From an optimization exercise on the open Yosys and OpenROAD flow, aimed at small area; shortcuts taken in it are not production practice. In this exercise RTL edits were held to simulation tests only and were not proved equivalent to the original. The flow treats the clock pin as an ideal source, which a real chip does not have. Power is estimated from default activity; no workload was simulated.

## risc16_top
module risc16_top
(
    input  logic        clk,
    input  logic        rst,
    input  logic [15:0] mem_rdata_i,
    output logic [7:0]  mem_addr_o,
    output logic [15:0] mem_wdata_o,
    output logic        mem_wr_o
);
    logic [3:0]  ph;
    logic        clr;
    logic [15:0] ir;
    logic [3:0]  p_addr;
    logic        p_bit;
    logic        q_bit;
    logic        pc_bit;
    logic        inc_bit;
    logic        nz;
    logic        pd;
    logic [15:0] t;
    logic [3:0]  hi_n;
    logic [3:0]  lo_n;
    logic        wbit;
    core_control u_core_control (
        .clk         (clk),
        .rst         (rst),
        .mem_rdata_i (mem_rdata_i),
        .ph_o        (ph),
        .clr_o       (clr),
        .ir_o        (ir),
        .p_addr_o    (p_addr)
    );
    reg_file u_reg_file (
        .clk      (clk),
        .hi_n_i   (hi_n),
        .lo_n_i   (lo_n),
        .wbit_i   (wbit),
        .p_addr_i (p_addr),
        .q_addr_i (ir[3:0]),
        .p_bit_o  (p_bit),
        .q_bit_o  (q_bit)
    );
    datapath u_datapath (
        .clk         (clk),
        .ph_i        (ph),
        .clr_i       (clr),
        .ir_i        (ir),
        .p_bit_i     (p_bit),
        .q_bit_i     (q_bit),
        .pc_bit_i    (pc_bit),
        .inc_bit_i   (inc_bit),
        .mem_rdata_i (mem_rdata_i),
        .t_o         (t),
        .nz_o        (nz),
        .pd_o        (pd),
        .hi_n_o      (hi_n),
        .lo_n_o      (lo_n),
        .wbit_o      (wbit),
        .mem_wdata_o (mem_wdata_o),
        .mem_wr_o    (mem_wr_o)
    );
    program_counter u_program_counter (
        .clk        (clk),
        .ph_i       (ph),
        .clr_i      (clr),
        .op_i       (ir[15:12]),
        .imm_i      (ir[7:0]),
        .target_i   (t[8:1]),
  ...
Size: roughly 43 I/O pins.
clock: 8.0 ns
lec_check: 0
cap_margin: 20
core_margin: 2
core_utilization: 80
place_density: 0.85
slew_margin: 20
synth_hierarchical: 1
synth_minimum_keep_size: 0
standard.sh (not shown) runs the stock make flow with config.mk's settings and CLKGATE_MAP_FILE= SYNTH_SCRIPT=/design/flow/synth_recipe.tcl, a recipe that flattens the netlist after the stock synthesis.
==> flow/flow/run.sh <==
#!/bin/bash
# Standard ORFS layout with three changes: ports are buffered with the smallest
# buffer, clock tree synthesis uses larger sink clusters without dummy loads,
# and after CTS logic cells with spare slack are downsized.
set -euo pipefail
bash standard.sh \
  "BUFFER_PORTS_ARGS=-buffer_cell sky130_fd_sc_hd__buf_1" \
  "CTS_ARGS=-sink_clustering_enable -repair_clock_nets -dont_use_dummy_load -sink_clustering_size 34 -sink_clustering_max_diameter 150 -root_buf sky130_fd_sc_hd__clkbuf_4 -tree_buf sky130_fd_sc_hd__clkbuf_4" \
  "POST_CTS_TCL=$PWD/flow/post_cts.tcl" \
  finish > orfs_make.log 2>&1
Other scripts of this flow, unchanged in this note and not shown: flow/flow/downsize.tcl, flow/flow/post_cts.tcl
The baseline never finished: it broke off in clock tree synthesis (4_1_cts) (DPL-0033).
Edit:
--- a/flow/config.mk
+++ b/flow/config.mk
@@ -9,4 +9,4 @@
 export CORE_MARGIN = 2
-export CORE_UTILIZATION = 80
-export PLACE_DENSITY = 0.85
+export CORE_UTILIZATION = 70
+export PLACE_DENSITY = 0.75
 export SLEW_MARGIN = 20
The new run passed the timing, DRC and antenna checks.
Synthesized cell count is unchanged.
Synthesized area does not change.
Edit:
--- a/flow/flow/run.sh
+++ b/flow/flow/run.sh
@@ -7,3 +7,3 @@
   "BUFFER_PORTS_ARGS=-buffer_cell sky130_fd_sc_hd__buf_1" \
-  "CTS_ARGS=-sink_clustering_enable -repair_clock_nets -dont_use_dummy_load -sink_clustering_size 34 -sink_clustering_max_diameter 150 -root_buf sky130_fd_sc_hd__clkbuf_4 -tree_buf sky130_fd_sc_hd__clkbuf_4" \
+  "CTS_ARGS=-sink_clustering_enable -repair_clock_nets -dont_use_dummy_load -sink_clustering_size 28 -sink_clustering_max_diameter 150 -root_buf sky130_fd_sc_hd__clkbuf_8 -tree_buf sky130_fd_sc_hd__clkbuf_8" \
   "POST_CTS_TCL=$PWD/flow/post_cts.tcl" \
--- a/flow/config.mk
+++ b/flow/config.mk
@@ -9,4 +9,3 @@
 export CORE_MARGIN = 2
-export CORE_UTILIZATION = 70
-export PLACE_DENSITY = 0.75
+export CORE_UTILIZATION = 65
 export SLEW_MARGIN = 20
Clock power came out higher by about 12%.
Global-route usage came out lower by 2.8 points.
Setup slack improved by 0.21 ns.
Area after synthesis stays the same.
Final area rose by about 0.9%.
Edit:
--- a/flow/flow/run.sh
+++ b/flow/flow/run.sh
@@ -7,3 +7,3 @@
   "BUFFER_PORTS_ARGS=-buffer_cell sky130_fd_sc_hd__buf_1" \
-  "CTS_ARGS=-sink_clustering_enable -repair_clock_nets -dont_use_dummy_load -sink_clustering_size 28 -sink_clustering_max_diameter 150 -root_buf sky130_fd_sc_hd__clkbuf_8 -tree_buf sky130_fd_sc_hd__clkbuf_8" \
+  "CTS_ARGS=-sink_clustering_enable -repair_clock_nets -dont_use_dummy_load -sink_clustering_size 34 -sink_clustering_max_diameter 150 -root_buf sky130_fd_sc_hd__clkbuf_4 -tree_buf sky130_fd_sc_hd__clkbuf_4" \
   "POST_CTS_TCL=$PWD/flow/post_cts.tcl" \
--- a/flow/config.mk
+++ b/flow/config.mk
@@ -9,3 +9,3 @@
 export CORE_MARGIN = 2
-export CORE_UTILIZATION = 65
+export CORE_UTILIZATION = 75
 export SLEW_MARGIN = 20
The changed run finished clean.
Setup slack loses 0.17 ns.
Utilization came out higher by 11 points.
Worst hold slack loses 0.081 ns.
Clock power came out lower by 8.5%.
Combinational power came out higher by 8.8%.
Synthesized cell count stays the same.
Wire length came out higher by 24%.

== run A ==
risc16_top again, from the RTL that the note above started with.
clock: 8.0 ns
lec_check: 0
cap_margin: 20
core_margin: 2
core_utilization: 80
place_density: 0.85
slew_margin: 20
synth_hierarchical: 1
synth_minimum_keep_size: 0
==> flow/flow/run.sh <==
#!/bin/bash
# Standard ORFS layout with three changes: ports are buffered with the smallest
# buffer, clock tree synthesis uses larger sink clusters without dummy loads,
# and after CTS logic cells with spare slack are downsized.
set -euo pipefail
bash standard.sh \
  "BUFFER_PORTS_ARGS=-buffer_cell sky130_fd_sc_hd__buf_1" \
  "CTS_ARGS=-sink_clustering_enable -repair_clock_nets -dont_use_dummy_load -sink_clustering_size 36 -sink_clustering_max_diameter 150 -root_buf sky130_fd_sc_hd__clkbuf_4 -tree_buf sky130_fd_sc_hd__clkbuf_4" \
  "POST_CTS_TCL=$PWD/flow/post_cts.tcl" \
  finish > orfs_make.log 2>&1
Other scripts of this flow, unchanged in this note and not shown: flow/flow/downsize.tcl, flow/flow/post_cts.tcl
Both conditions hold for run A: the flow ran to the end and the final layout passed the timing, DRC and antenna checks.
Changes in run B relative to run A:
Settings: PLACE_DENSITY removed (was 0.85); CORE_UTILIZATION changed from 80 to 75.
-- flow/flow/run.sh --
<<< run A, line 8
  "CTS_ARGS=-sink_clustering_enable -repair_clock_nets -dont_use_dummy_load -sink_clustering_size 36 -sink_clustering_max_diameter 150 -root_buf sky130_fd_sc_hd__clkbuf_4 -tree_buf sky130_fd_sc_hd__clkbuf_4" \
>>> run B, line 8
  "CTS_ARGS=-sink_clustering_enable -repair_clock_nets -dont_use_dummy_load -sink_clustering_size 34 -sink_clustering_max_diameter 100 -root_buf sky130_fd_sc_hd__clkbuf_4 -tree_buf sky130_fd_sc_hd__clkbuf_4" \
Findings:
Run B against run A: layout clock buffer count ~0 delta, relative area change from synthesis to final layout ~0 delta, post-route worst setup slack +360 ps, final standard cell utilization of the core -4.9 points.
On total wire length, run A loses to run B.
Relative to run B, the following input files were edited for run C:
-- flow/flow/run.sh --
<<< run B, line 8
  "CTS_ARGS=-sink_clustering_enable -repair_clock_nets -dont_use_dummy_load -sink_clustering_size 34 -sink_clustering_max_diameter 100 -root_buf sky130_fd_sc_hd__clkbuf_4 -tree_buf sky130_fd_sc_hd__clkbuf_4" \
>>> run C, line 8
  "CTS_ARGS=-sink_clustering_enable -repair_clock_nets -dont_use_dummy_load -sink_clustering_size 36 -sink_clustering_max_diameter 60 -root_buf sky130_fd_sc_hd__clkbuf_4 -tree_buf sky130_fd_sc_hd__clkbuf_4" \
--- outcome ---
Maximum frequency, run C vs run B: down by a few percent
Run C vs. run B: total clock network power went up by 9.6%.
Of run C and run B, the run reporting the higher setup slack of the critical path after layout was run B.
--- input diff run C..run D ---
-- flow/flow/run.sh --
<<< run C, line 8
  "CTS_ARGS=-sink_clustering_enable -repair_clock_nets -dont_use_dummy_load -sink_clustering_size 36 -sink_clustering_max_diameter 60 -root_buf sky130_fd_sc_hd__clkbuf_4 -tree_buf sky130_fd_sc_hd__clkbuf_4" \
>>> run D, line 8
  "CTS_ARGS=-sink_clustering_enable -repair_clock_nets -dont_use_dummy_load -sink_clustering_size 32 -sink_clustering_max_diameter 150 -root_buf sky130_fd_sc_hd__clkbuf_4 -tree_buf sky130_fd_sc_hd__clkbuf_4" \
The run with more routed wire is run C, not run D. Compared with run C, run D shows a lower cell area after layout. Diff run C -> run D: share of the final layout cell area in multi-input gates has remained practically unchanged; switching power as a share of total power fell 0.44 points. In terms of portion of the layout cell area used by non-clock buffers, run C and run D differ only marginally. Run D against run C: cell count dropped 0.30%, global-route met3 utilization barely changed, final critical-path setup slack climbed 210 ps, portion of total power attributed to combinational logic barely changed.

## v4
Another version of the RTL of risc16_top (not shown whole).
Size in the first run: roughly 590 cells after synthesis, roughly 300 flip-flops, ~43 I/O pins, roughly 8600 um2 of cells after synthesis.
export LEC_CHECK = 0
export CAP_MARGIN = 20
export CORE_MARGIN = 2
export CORE_UTILIZATION = 40
export CTS_BUF_LIST = sky130_fd_sc_hd__clkbuf_8
export CTS_CLUSTER_SIZE = 30
export SLEW_MARGIN = 20
create_clock -name core_clock -period 8.0 [get_ports {clk}]
run.sh (not shown) runs the stock make flow with config.mk's settings and CLKGATE_MAP_FILE= SYNTH_SCRIPT=/design/flow/synth_recipe.tcl, a recipe that flattens the netlist after the stock synthesis.
Stock flow here: none of the scripts above is used.
Changes in v54 relative to v4:
# v4
export LEC_CHECK = 0
export CAP_MARGIN = 20
export CORE_MARGIN = 2
export CORE_UTILIZATION = 40
export CTS_BUF_LIST = sky130_fd_sc_hd__clkbuf_8
export CTS_CLUSTER_SIZE = 30
export SLEW_MARGIN = 20
create_clock -name core_clock -period 8.0 [get_ports {clk}]
# v54
export LEC_CHECK = 0
export CAP_MARGIN = 20
export CORE_MARGIN = 2
export CORE_UTILIZATION = 65
export SLEW_MARGIN = 20
create_clock -name core_clock -period 8.0 [get_ports {clk}]
==> flow/flow/run.sh (new file) <==
#!/bin/bash
# Standard ORFS layout with two changes: ports are buffered with the smallest
# buffer, and clock tree synthesis uses larger sink clusters without dummy loads.
set -euo pipefail
bash standard.sh \
  "BUFFER_PORTS_ARGS=-buffer_cell sky130_fd_sc_hd__buf_1" \
  "CTS_ARGS=-sink_clustering_enable -repair_clock_nets -dont_use_dummy_load -sink_clustering_size 28 -sink_clustering_max_diameter 150" \
  finish > orfs_make.log 2>&1
==> flow/standard.sh (new file) <==
#!/bin/bash
# synth_recipe.tcl (not shown) runs the flow's synth.tcl, then flattens the netlist and writes it again
# the make line also repeats each setting of config.mk as NAME=value (left out here)
make -C /OpenROAD-flow-scripts/flow DESIGN_CONFIG=/design/flow/config.mk WORK_HOME=/design/flow/orfs CLKGATE_MAP_FILE= SYNTH_SCRIPT=/design/flow/synth_recipe.tcl "${@:-finish}"
removed: flow/run.sh
==> run notes <==
On post-route clock skew, v4 tracks v54 almost exactly.
Vias: v54 below v4
Summary of the comparison: routability-driven placement congestion ratio is lower in v54, relative to v4.
> inputs changed (v54 -> v47)
# v54
export LEC_CHECK = 0
export CAP_MARGIN = 20
export CORE_MARGIN = 2
export CORE_UTILIZATION = 65
export SLEW_MARGIN = 20
create_clock -name core_clock -period 8.0 [get_ports {clk}]
# v47
export LEC_CHECK = 0
export CAP_MARGIN = 20
export CORE_MARGIN = 2
export CORE_UTILIZATION = 40
export SLEW_MARGIN = 20
create_clock -name core_clock -period 8.0 [get_ports {clk}]
==> flow/run.sh (new file) <==
#!/bin/bash
# synth_recipe.tcl (not shown) runs the flow's synth.tcl, then flattens the netlist and writes it again
# the make line also repeats each setting of config.mk as NAME=value (left out here)
make -C /OpenROAD-flow-scripts/flow DESIGN_CONFIG=/design/flow/config.mk WORK_HOME=/design/flow/orfs CLKGATE_MAP_FILE= SYNTH_SCRIPT=/design/flow/synth_recipe.tcl finish
removed: flow/flow/run.sh
removed: flow/standard.sh
[summary]
- Comparing v47 and v54, the higher relative contribution of combinational cells to total power was measured on v47.
- The higher slack of the critical path of v47 and v54 is in v54.
- Share of synthesized cell area in full adder, half adder and majority cells came out exactly the same in v47 and v54.
- In v47 relative to v54, vertical die dimension had gone up by more than a quarter.
- On minimum setup slack among reg-to-reg paths, v54 beats v47.
- Comparing v47 and v54, power share of the clock group is lower on v54.
--- input diff v47..v19 ---
# v47
export LEC_CHECK = 0
export CAP_MARGIN = 20
export CORE_MARGIN = 2
export CORE_UTILIZATION = 40
export SLEW_MARGIN = 20
create_clock -name core_clock -period 8.0 [get_ports {clk}]
# v19
export LEC_CHECK = 0
export CAP_MARGIN = 20
export CORE_MARGIN = 2
export CORE_UTILIZATION = 60
export CTS_BUF_LIST = sky130_fd_sc_hd__clkbuf_4
export CTS_CLUSTER_SIZE = 20
export SLEW_MARGIN = 20
create_clock -name core_clock -period 8.0 [get_ports {clk}]
## What came out
- Final cell area excluding filler cells essentially unchanged between v47 and v19.
- The critical path launch point comes out t_q[10] in one run and ir_q[13] in the other, namely in v47 and v19 respectively.
- v19 — aggregate routed wire length 82 um higher, v47 as reference
- Changes observed in v19 relative to v47: overall die width decreased by 18% relative to the old numbers; share of the core filled with cells in the final layout increased by 24 points relative to the old numbers; met1 layer usage reported by global route increased by 8.3 points relative to the old numbers.
- For the maximum VDD drop, v19 came in 47% higher than v47 did.
Here is what was changed in the inputs of v51 compared with v19.
# v19
export LEC_CHECK = 0
export CAP_MARGIN = 20
export CORE_MARGIN = 2
export CORE_UTILIZATION = 60
export CTS_BUF_LIST = sky130_fd_sc_hd__clkbuf_4
export CTS_CLUSTER_SIZE = 20
export SLEW_MARGIN = 20
create_clock -name core_clock -period 8.0 [get_ports {clk}]
# v51
export LEC_CHECK = 0
export CAP_MARGIN = 20
export CORE_MARGIN = 2
export CORE_UTILIZATION = 40
export CTS_CLUSTER_DIAMETER = 150
export CTS_CLUSTER_SIZE = 24
export SLEW_MARGIN = 20
create_clock -name core_clock -period 8.0 [get_ports {clk}]
[summary]
- Comparing v19 and v51, the higher global-route usage is on v19.
- Compared with v19, in v51 area added between synthesis and finish went down, ratio of final minimum period to clock period went up by 4.3 points, overall via count from detail_route fell by 7.0%, worst setup slack fell 0.34 ns.

## job 7715
Another version of the RTL of risc16_top (not shown whole).
For scale: roughly 600 cells after synthesis, ~300 flip-flops.
==> flow/config.mk <==
export PLATFORM = sky130hd
export DESIGN_NAME = risc16_top
export DESIGN_NICKNAME = risc16_top
export VERILOG_FILES = /design/flow/design.v
export SDC_FILE = /design/flow/constraint.sdc
export NUM_CORES = 4
export LEC_CHECK = 0
export CAP_MARGIN = 20
export CORE_MARGIN = 2
export CORE_UTILIZATION = 65
export SLEW_MARGIN = 20
==> flow/constraint.sdc <==
create_clock -name core_clock -period 8.0 [get_ports {clk}]
set_input_delay 1.6000 -clock core_clock [delete_from_list [all_inputs] [get_ports {clk}]]
set_output_delay 1.6000 -clock core_clock [all_outputs]
set_load 0.01 [all_outputs]
standard.sh (not shown) runs the stock make flow with config.mk's settings and CLKGATE_MAP_FILE= SYNTH_SCRIPT=/design/flow/synth_recipe.tcl, a recipe that flattens the netlist after the stock synthesis.
==> flow/flow/run.sh <==
#!/bin/bash
# Standard ORFS layout with two changes: ports are buffered with the smallest
# buffer, and clock tree synthesis uses larger sink clusters without dummy loads.
set -euo pipefail
bash standard.sh \
  "BUFFER_PORTS_ARGS=-buffer_cell sky130_fd_sc_hd__buf_1" \
  "CTS_ARGS=-sink_clustering_enable -repair_clock_nets -dont_use_dummy_load -sink_clustering_size 32 -sink_clustering_max_diameter 150" \
  finish > orfs_make.log 2>&1
Input-level comparison between job 1373 and job 7715:
==> flow/flow/run.sh <==
#!/bin/bash
# Standard ORFS layout with three changes: ports are buffered with the smallest
# buffer, clock tree synthesis uses larger sink clusters without dummy loads,
# and after CTS cells with spare slack are downsized.
set -euo pipefail
bash standard.sh \
  "BUFFER_PORTS_ARGS=-buffer_cell sky130_fd_sc_hd__buf_1" \
  "CTS_ARGS=-sink_clustering_enable -repair_clock_nets -dont_use_dummy_load -sink_clustering_size 28 -sink_clustering_max_diameter 150 -root_buf sky130_fd_sc_hd__clkbuf_8 -tree_buf sky130_fd_sc_hd__clkbuf_8" \
  "POST_CTS_TCL=$PWD/flow/post_cts.tcl" \
  finish > orfs_make.log 2>&1
==> flow/flow/post_cts.tcl (new file) <==
# Downsize cells that have timing slack to spare, then legalize again.
repair_timing -recover_power 100 -setup_margin 0.3 -verbose
detailed_placement
check_placement -verbose
==> run notes <==
- There was hardly any difference in first-pass GRT wire length between job 1373 and job 7715.
- Per the comparison of job 1373 with job 7715, count of nets after finishing moved up; final non-filler cell area went down 45 sq um.
- A beginning of the critical path of ir_q[14] is what job 7715 shows, while t_q[10] belongs to job 1373.
Relative to job 1373, the following input files were edited for job 1034:
==> flow/flow/run.sh <==
#!/bin/bash
# Standard ORFS layout with two changes: ports are buffered with the smallest
# buffer, and clock tree synthesis uses larger sink clusters without dummy loads.
set -euo pipefail
bash standard.sh \
  "BUFFER_PORTS_ARGS=-buffer_cell sky130_fd_sc_hd__buf_1" \
  "CTS_ARGS=-sink_clustering_enable -repair_clock_nets -dont_use_dummy_load -sink_clustering_size 28 -sink_clustering_max_diameter 150 -root_buf sky130_fd_sc_hd__clkbuf_8 -tree_buf sky130_fd_sc_hd__clkbuf_8" \
  finish > orfs_make.log 2>&1
removed: flow/flow/post_cts.tcl
--- outcome ---
- Job 1034 went all the way through synthesis, placement and routing and the layout is clean on timing, DRC and antenna.
- Job 1034 falls short of job 1373 in maximum frequency.
- The lower fraction of final layout cells with drive strength greater than 1 came out of job 1373.
- Job 1034: starting DRC count in detailed routing is 28 higher than what job 1373 reported.
- | met3 routing resource usage after global routing | job 1373 vs job 1034 | ≈ equal |
- Job 1034 vs job 1373: area growth from synthesis to final layout up in job 1034

## port drivers added, routing unchanged
Ports are ideal in the flow. The routed layouts listed here were re-timed in OpenROAD. Step 1 (the two cells are an assumption about what drives the block):
set clk [get_ports {clk}]
set_driving_cell -lib_cell sky130_fd_sc_hd__clkbuf_16 $clk
set_driving_cell -lib_cell sky130_fd_sc_hd__buf_2 [delete_from_list [all_inputs] $clk]
Step 2, shift: input delay + t, output delay - t, t = (earliest + latest rising clock arrival at the registers) / 2. This alone moves slack from input paths to output paths. Three values: no drivers, after step 1, after step 2; two values: the first two.
run | t, ns | setup slack, ns | worst setup path at the end | clock arrival spread, ns | worst data-port slew with drivers (ns)
the second run of note 1 | 0.613 | 1.473 / 1.442 / 2.055 | register to output | 0.038 / 0.037 | 0.06
the third run of note 1 | 0.530 | 1.683 / 1.649 / 2.179 | register to output | 0.019 / 0.019 | 0.06
the fourth run of note 1 | 0.629 | 1.513 / 1.479 / 2.107 | register to output | 0.111 / 0.111 | 0.06
run A | 0.634 | 1.158 / 1.118 / 1.752 | register to output | 0.053 / 0.054 | 0.05
run B | 0.629 | 1.513 / 1.479 / 2.107 | register to output | 0.111 / 0.111 | 0.06
run C | 0.649 | 1.189 / 1.155 / 1.805 | register to output | 0.075 / 0.075 | 0.07
run D | 0.650 | 1.397 / 1.360 / 2.010 | register to output | 0.064 / 0.064 | 0.06
v4 | 0.577 | 1.370 / 1.332 / 1.860 | input to output | 0.034 / 0.033 | 0.04
v54 | 0.504 | 1.924 / 1.883 / 2.388 | register to output | 0.035 / 0.035 | 0.05
v47 | 0.577 | 1.370 / 1.326 / 1.879 | input to output | 0.020 / 0.019 | 0.04
v19 | 0.669 | 1.757 / 1.720 / 1.939 | input to output | 0.038 / 0.038 | 0.05
v51 | 0.529 | 1.417 / 1.375 / 1.862 | input to output | 0.016 / 0.016 | 0.04
job 7715 | 0.495 | 2.070 / 2.029 / 2.524 | register to output | 0.064 / 0.063 | 0.03
job 1373 | 0.536 | 2.085 / 2.047 / 2.528 | input to output | 0.041 / 0.041 | 0.03
job 1034 | 0.534 | 2.046 / 2.009 / 2.543 | register to output | 0.039 / 0.039 | 0.03
After both steps setup and hold are still met in every run listed.
